Context: an optimization exercise on an open-source flow, tuned for small area and a short achievable clock period. The choices shown serve that exercise and are no tape-out recipe. Only simulation tests tie the RTL to the original design; equivalence was not proved.

==> v37: inputs <==
## ising_core
module ising_core (
    input  logic        clk,
    input  logic        reset,
    input  logic        wr_en,
    input  logic [31:0] wr_addr,
    input  logic [31:0] wdata,
    input  logic [31:0] rd_addr,
    output logic [31:0] rdata,
    input  logic        run,
    input  logic        spin_load,
    input  logic [15:0] spin_init,
    output logic [15:0] spins
);
clock: 8.0 ns
lec_check: 0
cap_margin: 20
core_margin: 2
core_utilization: 40
cts_cluster_diameter: 120
cts_cluster_size: 24
setup_slack_margin: 3.25
slew_margin: 20
standard.sh (not shown) runs the stock make flow with config.mk's settings and CLKGATE_MAP_FILE= SYNTH_SCRIPT=/design/flow/synth_recipe.tcl, a recipe that flattens the netlist after the stock synthesis.
==> flow/flow/run.sh <==
#!/bin/bash
# The standard synthesis, then an inverter clean-up of the netlist around the
# full adders (flow/polar.py), checked against the synthesized netlist by random
# simulation (flow/nsim.py; on any difference the clean-up is dropped), then
# the standard layout from that netlist.
set -euo pipefail
R=orfs/results/$FLOW_PLATFORM/ising_core/base
bash standard.sh synth > synth.log 2>&1
cp $R/1_2_yosys.v synth_netlist.v
cp synth_netlist.v polar_netlist.v
python3 flow/polar.py polar_netlist.v > polar.log 2>&1
if python3 flow/nsim.py synth_netlist.v polar_netlist.v > nsim.log 2>&1 && grep -q " 0 differ, 0 missing" nsim.log; then
  cp polar_netlist.v $R/1_2_yosys.v
  rm -f $R/1_synth.odb $R/1_synth.sdc
fi
bash standard.sh finish > finish.log 2>&1
Other scripts of this flow, unchanged in this note and not shown: flow/flow/nsim.py, flow/flow/polar.py
==> v15: changes against v37 <==
- CORE_UTILIZATION: 40 -> 35
==> v34: changes against v37 <==
- CORE_UTILIZATION: 40 -> 45
- CTS_CLUSTER_DIAMETER: 120 -> default
- CTS_CLUSTER_SIZE: 24 -> default
==> v18: changes against v37 <==
- CORE_UTILIZATION: 40 -> 45
- SETUP_SLACK_MARGIN: 3.25 -> 3.0
==> qor summary <==
| quantity | v37 | v15 | v34 | v18 |
|---|---|---|---|---|
| Outcome | finished clean | finished clean | finished clean | finished clean |
| Final weighted congestion in routability-driven placement | 1.10 | 1.09 | 1.10 | 1.12 |
| Clock Network Area Fraction | 1.77% | 1.88% | 3.79% | 1.91% |
| Layout Utilization | 49.6% | 43.6% | 56.7% | 54.9% |
| Setup slack on the worst flop-to-flop path | 2.88 ns | 2.84 ns | 2.83 ns | 2.78 ns |
| Placed cells | 6,140 | 6,413 | 5,908 | 5,906 |
| Number of diodes added for antenna fixing | 11 | 5 | 16 | 19 |
| Met2 routing resource usage after global routing | 63.5% | 56.0% | 70.0% | 68.6% |
| Wire length of the first global-routing pass | 423 mm | 433 mm | 434 mm | 425 mm |
| Count of plain and timing-repair buffers | 867 | 825 | 854 | 799 |
| Later-pin clock latency in the skew report | 0.68 ns | 0.68 ns | 0.74 ns | 0.68 ns |
| TritonRoute pass-1 iters | 6 | 6 | 8 | 8 |
| Vias per std cell | 6.24 | 6.04 | 6.66 | 6.67 |
| Sum of net half-perimeters after detailed placement | 259 mm | 267 mm | 263 mm | 258 mm |
| Total placed instance area | 61,600 um^2 | 62,000 um^2 | 61,400 um^2 | 60,800 um^2 |
| Total Nets Final | 6,052 | 6,011 | 6,078 | 5,985 |
| Maximum clock frequency | 195 MHz | 194 MHz | 193 MHz | 192 MHz |
| # Post-CTS Setup Buffers | 502 | 479 | 494 | 402 |
| Total area of sequential cells | 19,000 um^2 | 19,000 um^2 | 19,000 um^2 | 19,000 um^2 |

==> yarrow: inputs <==
ising_core, a different RTL version from the one above (not shown whole).
==> flow/design.v (excerpt) <==
module ising_core (
    input  logic        clk,
    input  logic        reset,
    input  logic        wr_en,
    input  logic [31:0] wr_addr,
    input  logic [31:0] wdata,
    input  logic [31:0] rd_addr,
    output logic [31:0] rdata,
    input  logic        run,
    input  logic        spin_load,
    input  logic [15:0] spin_init,
    output logic [15:0] spins
);
==> flow/config.mk <==
export PLATFORM = sky130hd
export DESIGN_NAME = ising_core
export DESIGN_NICKNAME = ising_core
export VERILOG_FILES = /design/flow/design.v
export SDC_FILE = /design/flow/constraint.sdc
export NUM_CORES = 4
export LEC_CHECK = 0
export CAP_MARGIN = 20
export CORE_MARGIN = 2
export CORE_UTILIZATION = 45
export CTS_CLUSTER_DIAMETER = 120
export CTS_CLUSTER_SIZE = 24
export SETUP_SLACK_MARGIN = 3.0
export SLEW_MARGIN = 20
==> flow/constraint.sdc <==
create_clock -name core_clock -period 8.0 [get_ports {clk}]
set_input_delay 1.6000 -clock core_clock [delete_from_list [all_inputs] [get_ports {clk}]]
set_output_delay 1.6000 -clock core_clock [all_outputs]
set_load 0.01 [all_outputs]
==> flow/flow/polar.py <==
#!/usr/bin/env python3
"""Inverter clean-up for a Yosys netlist of sky130hd cells.

extract_fa leaves many inverters between full adders. A full adder is self-dual
(FA(~a,~b,~c) = ~FA(a,b,c) on both outputs) and an xor/xnor gate takes either
input polarity if its type is swapped, so the polarity each such cell works in
is free. This picks those polarities by local search to need as few inverters
as possible, removes the inverters that fed only such cells, and adds back one
inverter per net that still needs an inverted copy. The logic function of every
output and register input is unchanged.

usage: polar.py NETLIST.v   (rewritten in place)"""
import re, sys
from collections import defaultdict

path = sys.argv[1]
src = open(path).read()

m = re.search(r'^(\s*module\s+\w+\s*\(.*?\);)(.*)^(\s*endmodule)', src, re.S | re.M)
head, body, tail = src[:m.start(2)], m.group(2), src[m.end(2):]

cell_re = re.compile(r'^  (sky130_fd_sc_hd__\w+)\s+(\S+)\s*\((.*?)\);\n', re.S | re.M)
pin_re = re.compile(r'\.(\w+)\(\s*(.*?)\s*\)\s*(?:,|$)', re.S)

OUTPINS = {"X", "Y", "Q", "Q_N", "SUM", "COUT", "HI", "LO"}
cells = []   # dict(type, name, pins{pin: net}, span)
for cm in cell_re.finditer(body):
    pins = {}
    for pm in pin_re.finditer(cm.group(3)):
        pins[pm.group(1)] = pm.group(2).strip()
    cells.append(dict(type=cm.group(1), name=cm.group(2), pins=pins, span=(cm.start(), cm.end())))

ports_out = set()
for dm in re.finditer(r'^\s*output\s+(\[(\d+):(\d+)\]\s*)?(\S+?)\s*;', body, re.M):
    if dm.group(1):
        hi, lo = int(dm.group(2)), int(dm.group(3))
        for k in range(min(hi, lo), max(hi, lo) + 1):
            ports_out.add(f"{dm.group(4)}[{k}]")
    else:
        ports_out.add(dm.group(4))
if re.search(r'^\s*assign\s', body, re.M):
    print("polar: netlist has assign statements; left unchanged")
    sys.exit(0)

def kind(t):
    b = t[len("sky130_fd_sc_hd__"):]
    if re.fullmatch(r'inv_\d+', b): return "inv"
    if re.fullmatch(r'fa_\d+', b): return "fa"
    if re.fullmatch(r'x(n?)or[23]_\d+', b): return "xor"
    return "fixed"

driver = {}
loads = defaultdict(list)
for ci, c in enumerate(cells):
    c["kind"] = kind(c["type"])
    for p, n in c["pins"].items():
        if p in OUTPINS:
            driver[n] = (ci, p)
        else:
            loads[n].append((ci, p))

FLEX = ("fa", "xor")
# inverters that feed only full adder and xor inputs (and no port) are removable.
removable = set()
for ci, c in enumerate(cells):
    if c["kind"] == "inv":
        y = c["pins"]["Y"]
        if y in ports_out: continue
        ls = loads.get(y, [])
        if ls and all(cells[l][ "kind"] in FLEX for l, _ in ls):
            removable.add(ci)

def literal(n):
    """(base net, parity) of net n through removable inverters."""
    p = 0
    while n in driver and driver[n][0] in removable:
        n = cells[driver[n][0]]["pins"]["A"]
        p ^= 1
    return n, p

flip = defaultdict(int)   # cell index -> 0/1, for fa and xor cells

def dflip(b):
    d = driver.get(b)
    if d is None: return 0
    c = cells[d[0]]
    return flip[d[0]] if c["kind"] in FLEX else 0

# requirement list per base: entries (consumer cell or None, parity p)
reqs = defaultdict(list)
pinlit = {}
for ci, c in enumerate(cells):
    if ci in removable: continue
    for p, n in c["pins"].items():
        if p in OUTPINS: continue
        if c["kind"] == "xor":
            b, par = literal(n)
            pinlit[(ci, p)] = (b, par)
            continue   # an xor takes either polarity
        b, par = literal(n)
        pinlit[(ci, p)] = (b, par)
        if c["kind"] == "inv":
            continue   # a kept inverter becomes a buffer if its input flips
        reqs[b].append((ci if c["kind"] == "fa" else None, par))
for n in ports_out:
    if n in driver:
        reqs[n].append((None, 0))

def need_inv(b):
    fd = dflip(b)
    for ci, par in reqs.get(b, ()):
        fc = flip[ci] if ci is not None else 0
        if fd ^ par ^ fc:
            return 1
    return 0

# bases each flippable cell touches
touch = defaultdict(set)
for ci, c in enumerate(cells):
    if c["kind"] not in FLEX or ci in removable: continue
    for p, n in c["pins"].items():
        if p in OUTPINS:
            touch[ci].add(n)
        elif c["kind"] == "fa":
            touch[ci].add(pinlit[(ci, p)][0])

cand = [ci for ci in touch]
cost0 = sum(need_inv(b) for b in list(reqs))
improved = True
rounds = 0
while improved and rounds < 50:
    improved = False
    rounds += 1
    for ci in cand:
        bs = touch[ci]
        before = sum(need_inv(b) for b in bs)
        flip[ci] ^= 1
        after = sum(need_inv(b) for b in bs)
        if after < before:
            improved = True
        else:
            flip[ci] ^= 1
# then simulated annealing from that point, keeping the best assignment.
import random
rng = random.Random(1)
cur = sum(need_inv(b) for b in list(reqs))
best, bestflip = cur, dict(flip)
steps = 300 * len(cand)
for it in range(steps):
    T = 0.6 * (1 - it / steps) + 0.01
    ci = cand[rng.randrange(len(cand))]
    bs = touch[ci]
    before = sum(need_inv(b) for b in bs)
    flip[ci] ^= 1
    after = sum(need_inv(b) for b in bs)
    dlt = after - before
    if dlt <= 0 or rng.random() < pow(2.718, -dlt / T):
        cur += dlt
        if cur < best:
            best, bestflip = cur, dict(flip)
    else:
        flip[ci] ^= 1
flip.clear(); flip.update(bestflip)
cost1 = sum(need_inv(b) for b in list(reqs))

# rewrite
invnet = {}
newcells = []
newwires = []
def inv_of(b):
    if b not in invnet:
        k = len(invnet)
        nn = f"_polar_n{k}_"
        invnet[b] = nn
        newwires.append(f"  wire {nn};\n")
        newcells.append(f"  sky130_fd_sc_hd__inv_1 _polar_i{k}_ (\n    .A({esc(b)}),\n    .Y({nn})\n  );\n")
    return invnet[b]

def esc(n):
    return n + " " if n.startswith("\\") else n

out = []
pos = 0
for ci, c in enumerate(cells):
    s, e = c["span"]
    out.append(body[pos:s]); pos = e
    if ci in removable:
        continue
    t = c["type"]
    pins = dict(c["pins"])
    if c["kind"] == "xor":
        par = 0
        for p in list(pins):
            if p in OUTPINS: continue
            b, pp = pinlit[(ci, p)]
            pins[p] = b
            par ^= pp ^ dflip(b)
        isx = 1 if "xnor" in t else 0
        if par ^ isx ^ flip[ci]:
            t = t.replace("__xor", "__xnor") if not isx else t
        else:
            t = t.replace("__xnor", "__xor") if isx else t
        # two-input xor has output X, two-input xnor output Y.
        if "or2_" in t:
            o = pins.pop("X", None) or pins.pop("Y")
            pins["Y" if "xnor" in t else "X"] = o
    elif c["kind"] == "inv":
        b, pp = pinlit[(ci, "A")]
        pins["A"] = b
        if dflip(b) ^ pp:
            t = t.replace("__inv_", "__buf_")
            pins["X"] = pins.pop("Y")
    else:
        for p in list(pins):
            if p in OUTPINS: continue
            b, pp = pinlit[(ci, p)]
            fc = flip[ci] if c["kind"] == "fa" else 0
            pins[p] = inv_of(b) if (dflip(b) ^ pp ^ fc) else b
    body_pins = ",\n".join(f"    .{p}({esc(n)})" for p, n in pins.items())
    out.append(f"  {t} {c['name']} (\n{body_pins}\n  );\n")
out.append(body[pos:])
# ports driven by flipped cells need the true value on the port net itself:
# move the port net to an inverter output.
newbody = "".join(out)
port_fix = [n for n in ports_out if n in driver and dflip(n)]
if port_fix:
    print("polar: flipped driver of a port; left unchanged")
    sys.exit(0)
newbody = newbody.rstrip("\n") + "\n" + "".join(newwires) + "".join(newcells)
open(path, "w").write(head + newbody + tail)
print(f"polar: {len(removable)} removable inverters, bases needing inverters {cost0} -> {cost1}, "
      f"{sum(flip[c] for c in cand)} cells flipped, {len(newcells)} inverters added, {rounds} rounds")
Scripts as last shown in full above: flow/flow/run.sh
Other scripts of this flow, unchanged in this note and not shown: flow/flow/nsim.py
==> maple (differences from yarrow) <==
--- a/flow/design.v
+++ b/flow/design.v
@@ -538,15 +538,15 @@
             dm0 <= ~spins;
             dm1 <= ~dm0;
             dp1 <= dm0;
             nq  <= 4'(5'd16 - pc0);
             nq1 <= 4'(5'd15 - pc0);
         end
     end
-    logic [15:0] neg, zero;
+    logic [15:0] pos, neg, zero;
     logic [7:0] fs_0, fc_0;
     wire t0_1;
     wire t0_2;
     assign t0_1 = b_0[0] ^ ~(w_0_1[0] ^ dl1[1]) ^ ~(w_0_2[0] ^ dl1[2]);
     assign t0_2 = (b_0[0] & ~(w_0_1[0] ^ dl1[1])) | (b_0[0] & ~(w_0_2[0] ^ dl1[2])) | (~(w_0_1[0] ^ dl1[1]) & ~(w_0_2[0] ^ dl1[2]));
     wire t0_3;
     wire t0_4;
@@ -797,14 +797,15 @@
     assign c6_0  = g_0[5] | (p_0[5] & g_0[4]) | (p_0[5] & p_0[4] & c4_0);
     assign c7_0  = g_0[6] | (p_0[6] & c6_0);
     logic [7:0] sx_0, ci_0;
     assign sx_0 = (fs_0 ^ fc_0) ^ 8'h80;
     assign ci_0 = {p_0[6:0], 1'b0};
     assign zero[0] = (sx_0 == ci_0);
     assign neg[0]  = sx_0[7] ^ c7_0;
+    assign pos[0]  = !neg[0] && !zero[0];
     logic [7:0] fs_1, fc_1;
     wire t1_1;
     wire t1_2;
     assign t1_1 = b_1[0] ^ ~(w_0_1[0] ^ dl1[0]) ^ ~(w_1_2[0] ^ dl1[2]);
     assign t1_2 = (b_1[0] & ~(w_0_1[0] ^ dl1[0])) | (b_1[0] & ~(w_1_2[0] ^ dl1[2])) | (~(w_0_1[0] ^ dl1[0]) & ~(w_1_2[0] ^ dl1[2]));
     wire t1_3;
     wire t1_4;
@@ -1055,14 +1056,15 @@
     assign c6_1  = g_1[5] | (p_1[5] & g_1[4]) | (p_1[5] & p_1[4] & c4_1);
     assign c7_1  = g_1[6] | (p_1[6] & c6_1);
     logic [7:0] sx_1, ci_1;
     assign sx_1 = (fs_1 ^ fc_1) ^ 8'h80;
     assign ci_1 = {p_1[6:0], 1'b0};
     assign zero[1] = (sx_1 == ci_1);
     assign neg[1]  = sx_1[7] ^ c7_1;
+    assign pos[1]  = !neg[1] && !zero[1];
     logic [7:0] fs_2, fc_2;
     wire t2_1;
     wire t2_2;
     assign t2_1 = b_2[0] ^ ~(w_0_2[0] ^ dl1[0]) ^ ~(w_1_2[0] ^ dl1[1]);
     assign t2_2 = (b_2[0] & ~(w_0_2[0] ^ dl1[0])) | (b_2[0] & ~(w_1_2[0] ^ dl1[1])) | (~(w_0_2[0] ^ dl1[0]) & ~(w_1_2[0] ^ dl1[1]));
     wire t2_3;
     wire t2_4;
@@ -1313,14 +1315,15 @@
     assign c6_2  = g_2[5] | (p_2[5] & g_2[4]) | (p_2[5] & p_2[4] & c4_2);
     assign c7_2  = g_2[6] | (p_2[6] & c6_2);
     logic [7:0] sx_2, ci_2;
     assign sx_2 = (fs_2 ^ fc_2) ^ 8'h80;
     assign ci_2 = {p_2[6:0], 1'b0};
     assign zero[2] = (sx_2 == ci_2);
     assign neg[2]  = sx_2[7] ^ c7_2;
+    assign pos[2]  = !neg[2] && !zero[2];
     logic [7:0] fs_3, fc_3;
     wire t3_1;
     wire t3_2;
     assign t3_1 = b_3[0] ^ ~(w_0_3[0] ^ dl1[0]) ^ ~(w_1_3[0] ^ dl1[1]);
     assign t3_2 = (b_3[0] & ~(w_0_3[0] ^ dl1[0])) | (b_3[0] & ~(w_1_3[0] ^ dl1[1])) | (~(w_0_3[0] ^ dl1[0]) & ~(w_1_3[0] ^ dl1[1]));
     wire t3_3;
     wire t3_4;
@@ -1571,14 +1574,15 @@
     assign c6_3  = g_3[5] | (p_3[5] & g_3[4]) | (p_3[5] & p_3[4] & c4_3);
     assign c7_3  = g_3[6] | (p_3[6] & c6_3);
     logic [7:0] sx_3, ci_3;
     assign sx_3 = (fs_3 ^ fc_3) ^ 8'h80;
     assign ci_3 = {p_3[6:0], 1'b0};
     assign zero[3] = (sx_3 == ci_3);
     assign neg[3]  = sx_3[7] ^ c7_3;
+    assign pos[3]  = !neg[3] && !zero[3];
     logic [7:0] fs_4, fc_4;
     wire t4_1;
     wire t4_2;
     assign t4_1 = b_4[0] ^ (w_0_4[0] ^ dn1[0]) ^ (w_1_4[0] ^ dn1[1]);
     assign t4_2 = (b_4[0] & (w_0_4[0] ^ dn1[0])) | (b_4[0] & (w_1_4[0] ^ dn1[1])) | ((w_0_4[0] ^ dn1[0]) & (w_1_4[0] ^ dn1[1]));
     wire t4_3;
     wire t4_4;
@@ -1829,14 +1833,15 @@
     assign c6_4  = g_4[5] | (p_4[5] & g_4[4]) | (p_4[5] & p_4[4] & c4_4);
     assign c7_4  = g_4[6] | (p_4[6] & c6_4);
     logic [7:0] sx_4, ci_4;
     assign sx_4 = (fs_4 ^ fc_4) ^ 8'h80;
     assign ci_4 = {p_4[6:0], 1'b0};
     assign zero[4] = (sx_4 == ci_4);
     assign neg[4]  = sx_4[7] ^ c7_4;
+    assign pos[4]  = !neg[4] && !zero[4];
     logic [7:0] fs_5, fc_5;
     wire t5_1;
     wire t5_2;
     assign t5_1 = b_5[0] ^ (w_0_5[0] ^ dn1[0]) ^ (w_1_5[0] ^ dn1[1]);
     assign t5_2 = (b_5[0] & (w_0_5[0] ^ dn1[0])) | (b_5[0] & (w_1_5[0] ^ dn1[1])) | ((w_0_5[0] ^ dn1[0]) & (w_1_5[0] ^ dn1[1]));
     wire t5_3;
     wire t5_4;
@@ -2087,14 +2092,15 @@
     assign c6_5  = g_5[5] | (p_5[5] & g_5[4]) | (p_5[5] & p_5[4] & c4_5);
     assign c7_5  = g_5[6] | (p_5[6] & c6_5);
     logic [7:0] sx_5, ci_5;
     assign sx_5 = (fs_5 ^ fc_5) ^ 8'h80;
     assign ci_5 = {p_5[6:0], 1'b0};
     assign zero[5] = (sx_5 == ci_5);
     assign neg[5]  = sx_5[7] ^ c7_5;
+    assign pos[5]  = !neg[5] && !zero[5];
     logic [7:0] fs_6, fc_6;
     wire t6_1;
     wire t6_2;
     assign t6_1 = b_6[0] ^ (w_0_6[0] ^ dn1[0]) ^ (w_1_6[0] ^ dn1[1]);
     assign t6_2 = (b_6[0] & (w_0_6[0] ^ dn1[0])) | (b_6[0] & (w_1_6[0] ^ dn1[1])) | ((w_0_6[0] ^ dn1[0]) & (w_1_6[0] ^ dn1[1]));
     wire t6_3;
     wire t6_4;
@@ -2345,14 +2351,15 @@
     assign c6_6  = g_6[5] | (p_6[5] & g_6[4]) | (p_6[5] & p_6[4] & c4_6);
     assign c7_6  = g_6[6] | (p_6[6] & c6_6);
     logic [7:0] sx_6, ci_6;
     assign sx_6 = (fs_6 ^ fc_6) ^ 8'h80;
     assign ci_6 = {p_6[6:0], 1'b0};
     assign zero[6] = (sx_6 == ci_6);
     assign neg[6]  = sx_6[7] ^ c7_6;
+    assign pos[6]  = !neg[6] && !zero[6];
     logic [7:0] fs_7, fc_7;
     wire t7_1;
     wire t7_2;
     assign t7_1 = b_7[0] ^ (w_0_7[0] ^ dn1[0]) ^ (w_1_7[0] ^ dn1[1]);
     assign t7_2 = (b_7[0] & (w_0_7[0] ^ dn1[0])) | (b_7[0] & (w_1_7[0] ^ dn1[1])) | ((w_0_7[0] ^ dn1[0]) & (w_1_7[0] ^ dn1[1]));
     wire t7_3;
     wire t7_4;
@@ -2603,14 +2610,15 @@
     assign c6_7  = g_7[5] | (p_7[5] & g_7[4]) | (p_7[5] & p_7[4] & c4_7);
     assign c7_7  = g_7[6] | (p_7[6] & c6_7);
     logic [7:0] sx_7, ci_7;
     assign sx_7 = (fs_7 ^ fc_7) ^ 8'h80;
     assign ci_7 = {p_7[6:0], 1'b0};
     assign zero[7] = (sx_7 == ci_7);
     assign neg[7]  = sx_7[7] ^ c7_7;
+    assign pos[7]  = !neg[7] && !zero[7];
     logic [7:0] fs_8, fc_8;
     wire t8_1;
     wire t8_2;
     assign t8_1 = b_8[0] ^ ~(w_0_8[0] ^ dm1[0]) ^ ~(w_1_8[0] ^ dm1[1]);
     assign t8_2 = (b_8[0] & ~(w_0_8[0] ^ dm1[0])) | (b_8[0] & ~(w_1_8[0] ^ dm1[1])) | (~(w_0_8[0] ^ dm1[0]) & ~(w_1_8[0] ^ dm1[1]));
     wire t8_3;
     wire t8_4;
@@ -2861,14 +2869,15 @@
     assign c6_8  = g_8[5] | (p_8[5] & g_8[4]) | (p_8[5] & p_8[4] & c4_8);
     assign c7_8  = g_8[6] | (p_8[6] & c6_8);
     logic [7:0] sx_8, ci_8;
     assign sx_8 = (fs_8 ^ fc_8) ^ 8'h80;
     assign ci_8 = {p_8[6:0], 1'b0};
     assign zero[8] = (sx_8 == ci_8);
     assign neg[8]  = sx_8[7] ^ c7_8;
+    assign pos[8]  = !neg[8] && !zero[8];
     logic [7:0] fs_9, fc_9;
     wire t9_1;
     wire t9_2;
     assign t9_1 = b_9[0] ^ ~(w_0_9[0] ^ dm1[0]) ^ ~(w_1_9[0] ^ dm1[1]);
     assign t9_2 = (b_9[0] & ~(w_0_9[0] ^ dm1[0])) | (b_9[0] & ~(w_1_9[0] ^ dm1[1])) | (~(w_0_9[0] ^ dm1[0]) & ~(w_1_9[0] ^ dm1[1]));
     wire t9_3;
     wire t9_4;
@@ -3119,14 +3128,15 @@
     assign c6_9  = g_9[5] | (p_9[5] & g_9[4]) | (p_9[5] & p_9[4] & c4_9);
     assign c7_9  = g_9[6] | (p_9[6] & c6_9);
     logic [7:0] sx_9, ci_9;
     assign sx_9 = (fs_9 ^ fc_9) ^ 8'h80;
     assign ci_9 = {p_9[6:0], 1'b0};
     assign zero[9] = (sx_9 == ci_9);
     assign neg[9]  = sx_9[7] ^ c7_9;
+    assign pos[9]  = !neg[9] && !zero[9];
     logic [7:0] fs_10, fc_10;
     wire t10_1;
     wire t10_2;
     assign t10_1 = b_10[0] ^ ~(w_0_10[0] ^ dm1[0]) ^ ~(w_1_10[0] ^ dm1[1]);
     assign t10_2 = (b_10[0] & ~(w_0_10[0] ^ dm1[0])) | (b_10[0] & ~(w_1_10[0] ^ dm1[1])) | (~(w_0_10[0] ^ dm1[0]) & ~(w_1_10[0] ^ dm1[1]));
     wire t10_3;
     wire t10_4;
@@ -3377,14 +3387,15 @@
     assign c6_10  = g_10[5] | (p_10[5] & g_10[4]) | (p_10[5] & p_10[4] & c4_10);
     assign c7_10  = g_10[6] | (p_10[6] & c6_10);
     logic [7:0] sx_10, ci_10;
     assign sx_10 = (fs_10 ^ fc_10) ^ 8'h80;
     assign ci_10 = {p_10[6:0], 1'b0};
     assign zero[10] = (sx_10 == ci_10);
     assign neg[10]  = sx_10[7] ^ c7_10;
+    assign pos[10]  = !neg[10] && !zero[10];
     logic [7:0] fs_11, fc_11;
     wire t11_1;
     wire t11_2;
     assign t11_1 = b_11[0] ^ ~(w_0_11[0] ^ dm1[0]) ^ ~(w_1_11[0] ^ dm1[1]);
     assign t11_2 = (b_11[0] & ~(w_0_11[0] ^ dm1[0])) | (b_11[0] & ~(w_1_11[0] ^ dm1[1])) | (~(w_0_11[0] ^ dm1[0]) & ~(w_1_11[0] ^ dm1[1]));
     wire t11_3;
     wire t11_4;
@@ -3635,14 +3646,15 @@
     assign c6_11  = g_11[5] | (p_11[5] & g_11[4]) | (p_11[5] & p_11[4] & c4_11);
     assign c7_11  = g_11[6] | (p_11[6] & c6_11);
     logic [7:0] sx_11, ci_11;
     assign sx_11 = (fs_11 ^ fc_11) ^ 8'h80;
     assign ci_11 = {p_11[6:0], 1'b0};
     assign zero[11] = (sx_11 == ci_11);
     assign neg[11]  = sx_11[7] ^ c7_11;
+    assign pos[11]  = !neg[11] && !zero[11];
     logic [7:0] fs_12, fc_12;
     wire t12_1;
     wire t12_2;
     assign t12_1 = b_12[0] ^ (w_0_12[0] ^ dp1[0]) ^ (w_1_12[0] ^ dp1[1]);
     assign t12_2 = (b_12[0] & (w_0_12[0] ^ dp1[0])) | (b_12[0] & (w_1_12[0] ^ dp1[1])) | ((w_0_12[0] ^ dp1[0]) & (w_1_12[0] ^ dp1[1]));
     wire t12_3;
     wire t12_4;
@@ -3893,14 +3905,15 @@
     assign c6_12  = g_12[5] | (p_12[5] & g_12[4]) | (p_12[5] & p_12[4] & c4_12);
     assign c7_12  = g_12[6] | (p_12[6] & c6_12);
     logic [7:0] sx_12, ci_12;
     assign sx_12 = (fs_12 ^ fc_12) ^ 8'h80;
     assign ci_12 = {p_12[6:0], 1'b0};
     assign zero[12] = (sx_12 == ci_12);
     assign neg[12]  = sx_12[7] ^ c7_12;
+    assign pos[12]  = !neg[12] && !zero[12];
     logic [7:0] fs_13, fc_13;
     wire t13_1;
     wire t13_2;
     assign t13_1 = b_13[0] ^ (w_0_13[0] ^ dp1[0]) ^ (w_1_13[0] ^ dp1[1]);
     assign t13_2 = (b_13[0] & (w_0_13[0] ^ dp1[0])) | (b_13[0] & (w_1_13[0] ^ dp1[1])) | ((w_0_13[0] ^ dp1[0]) & (w_1_13[0] ^ dp1[1]));
     wire t13_3;
     wire t13_4;
@@ -4151,14 +4164,15 @@
     assign c6_13  = g_13[5] | (p_13[5] & g_13[4]) | (p_13[5] & p_13[4] & c4_13);
     assign c7_13  = g_13[6] | (p_13[6] & c6_13);
     logic [7:0] sx_13, ci_13;
     assign sx_13 = (fs_13 ^ fc_13) ^ 8'h80;
     assign ci_13 = {p_13[6:0], 1'b0};
     assign zero[13] = (sx_13 == ci_13);
     assign neg[13]  = sx_13[7] ^ c7_13;
+    assign pos[13]  = !neg[13] && !zero[13];
     logic [7:0] fs_14, fc_14;
     wire t14_1;
     wire t14_2;
     assign t14_1 = b_14[0] ^ (w_0_14[0] ^ dp1[0]) ^ (w_1_14[0] ^ dp1[1]);
     assign t14_2 = (b_14[0] & (w_0_14[0] ^ dp1[0])) | (b_14[0] & (w_1_14[0] ^ dp1[1])) | ((w_0_14[0] ^ dp1[0]) & (w_1_14[0] ^ dp1[1]));
     wire t14_3;
     wire t14_4;
@@ -4409,14 +4423,15 @@
     assign c6_14  = g_14[5] | (p_14[5] & g_14[4]) | (p_14[5] & p_14[4] & c4_14);
     assign c7_14  = g_14[6] | (p_14[6] & c6_14);
     logic [7:0] sx_14, ci_14;
     assign sx_14 = (fs_14 ^ fc_14) ^ 8'h80;
     assign ci_14 = {p_14[6:0], 1'b0};
     assign zero[14] = (sx_14 == ci_14);
     assign neg[14]  = sx_14[7] ^ c7_14;
+    assign pos[14]  = !neg[14] && !zero[14];
     logic [7:0] fs_15, fc_15;
     wire t15_1;
     wire t15_2;
     assign t15_1 = b_15[0] ^ (w_0_15[0] ^ dp1[0]) ^ (w_1_15[0] ^ dp1[1]);
     assign t15_2 = (b_15[0] & (w_0_15[0] ^ dp1[0])) | (b_15[0] & (w_1_15[0] ^ dp1[1])) | ((w_0_15[0] ^ dp1[0]) & (w_1_15[0] ^ dp1[1]));
     wire t15_3;
     wire t15_4;
@@ -4667,16 +4682,15 @@
     assign c6_15  = g_15[5] | (p_15[5] & g_15[4]) | (p_15[5] & p_15[4] & c4_15);
     assign c7_15  = g_15[6] | (p_15[6] & c6_15);
     logic [7:0] sx_15, ci_15;
     assign sx_15 = (fs_15 ^ fc_15) ^ 8'h80;
     assign ci_15 = {p_15[6:0], 1'b0};
     assign zero[15] = (sx_15 == ci_15);
     assign neg[15]  = sx_15[7] ^ c7_15;
-    logic        upd;
-    logic [15:0] hold, sel, spins_d;
-    assign upd  = run && !spin_load && !reset;
-    assign hold = reset ? 16'd0 : (spin_load ? spin_init : spins);
-    assign sel  = {16{upd}} & ~zero;
-    assign spins_d = (sel & ~neg) | (~sel & hold);
-    always_ff @(posedge clk) spins <= spins_d;
+    assign pos[15]  = !neg[15] && !zero[15];
+    always_ff @(posedge clk) begin
+        if (reset)          spins <= 16'd0;
+        else if (spin_load) spins <= spin_init;
+        else if (run)       spins <= (spins | pos) & ~neg;
+    end
 endmodule
 `default_nettype wire
--- a/flow/flow/polar.py
+++ b/flow/flow/polar.py
@@ -95,16 +95,14 @@
         if p in OUTPINS: continue
         if c["kind"] == "xor":
             b, par = literal(n)
             pinlit[(ci, p)] = (b, par)
             continue   # an xor takes either polarity
         b, par = literal(n)
         pinlit[(ci, p)] = (b, par)
-        if c["kind"] == "inv":
-            continue   # a kept inverter becomes a buffer if its input flips
         reqs[b].append((ci if c["kind"] == "fa" else None, par))
 for n in ports_out:
     if n in driver:
         reqs[n].append((None, 0))
 
 def need_inv(b):
     fd = dflip(b)
@@ -200,20 +198,14 @@
             t = t.replace("__xor", "__xnor") if not isx else t
         else:
             t = t.replace("__xnor", "__xor") if isx else t
         # two-input xor has output X, two-input xnor output Y.
         if "or2_" in t:
             o = pins.pop("X", None) or pins.pop("Y")
             pins["Y" if "xnor" in t else "X"] = o
-    elif c["kind"] == "inv":
-        b, pp = pinlit[(ci, "A")]
-        pins["A"] = b
-        if dflip(b) ^ pp:
-            t = t.replace("__inv_", "__buf_")
-            pins["X"] = pins.pop("Y")
     else:
         for p in list(pins):
             if p in OUTPINS: continue
             b, pp = pinlit[(ci, p)]
             fc = flip[ci] if c["kind"] == "fa" else 0
             pins[p] = inv_of(b) if (dflip(b) ^ pp ^ fc) else b
     body_pins = ",\n".join(f"    .{p}({esc(n)})" for p, n in pins.items())
==> summary.txt <==
Number of cells in the finished layout apart from fillers: maple 6758; yarrow 6817
Flip-flop and latch share of the layout cell area: maple 0.2681; yarrow 0.2654
Number of clock buffers in the layout: maple 53; yarrow 56
Mean instance size in the synthesized netlist: maple 13.06 µm²; yarrow 13.15 µm²
Floorplan die height: maple 364.5 µm; yarrow 364.0 µm
Outcome: maple complete, no violations; yarrow complete, no violations
Area of all sequential standard cells: maple 19030 µm²; yarrow 18990 µm²
Count of buffers not belonging to the clock network in the layout: maple 715; yarrow 856
Routed wire length: maple 342500 µm; yarrow 342400 µm
Aggregate global-route resource usage: maple 0.5171; yarrow 0.5157

[separate check: timing with driven ports]
In the flow no input, the clock included, has a driving cell. The finished layouts below were timed again as built, in two steps. Step 1, drivers: a clkbuf_16 drives clk and a buf_2 each remaining input, both assumed. Step 2 moves the port delays by t, midway between the first and last clock arrival at a register: inputs arrive t later, outputs are due t later. That takes back most of the time a late clock gives input paths. Three values: ideal ports, drivers, drivers and shift; two values: the first two.
run	t, ns	slack for setup (ns)	worst register clock-pin slew, ns
v37	0.742	2.883 / 2.883 / 2.670	0.12 / 0.12
v15	0.746	2.844 / 2.844 / 2.619	0.12 / 0.12
v34	0.784	2.831 / 2.831 / 2.374	0.08 / 0.08
v18	0.746	2.780 / 2.780 / 2.182	0.11 / 0.11
yarrow	0.738	2.864 / 2.875 / 2.138	0.12 / 0.12
maple	0.770	2.446 / 2.446 / 2.053	0.11 / 0.11
After both steps every run listed still meets setup and hold. The setup slack of yarrow, which loses most, moves by +0.011 ns with the drivers and by -0.726 ns with both steps.
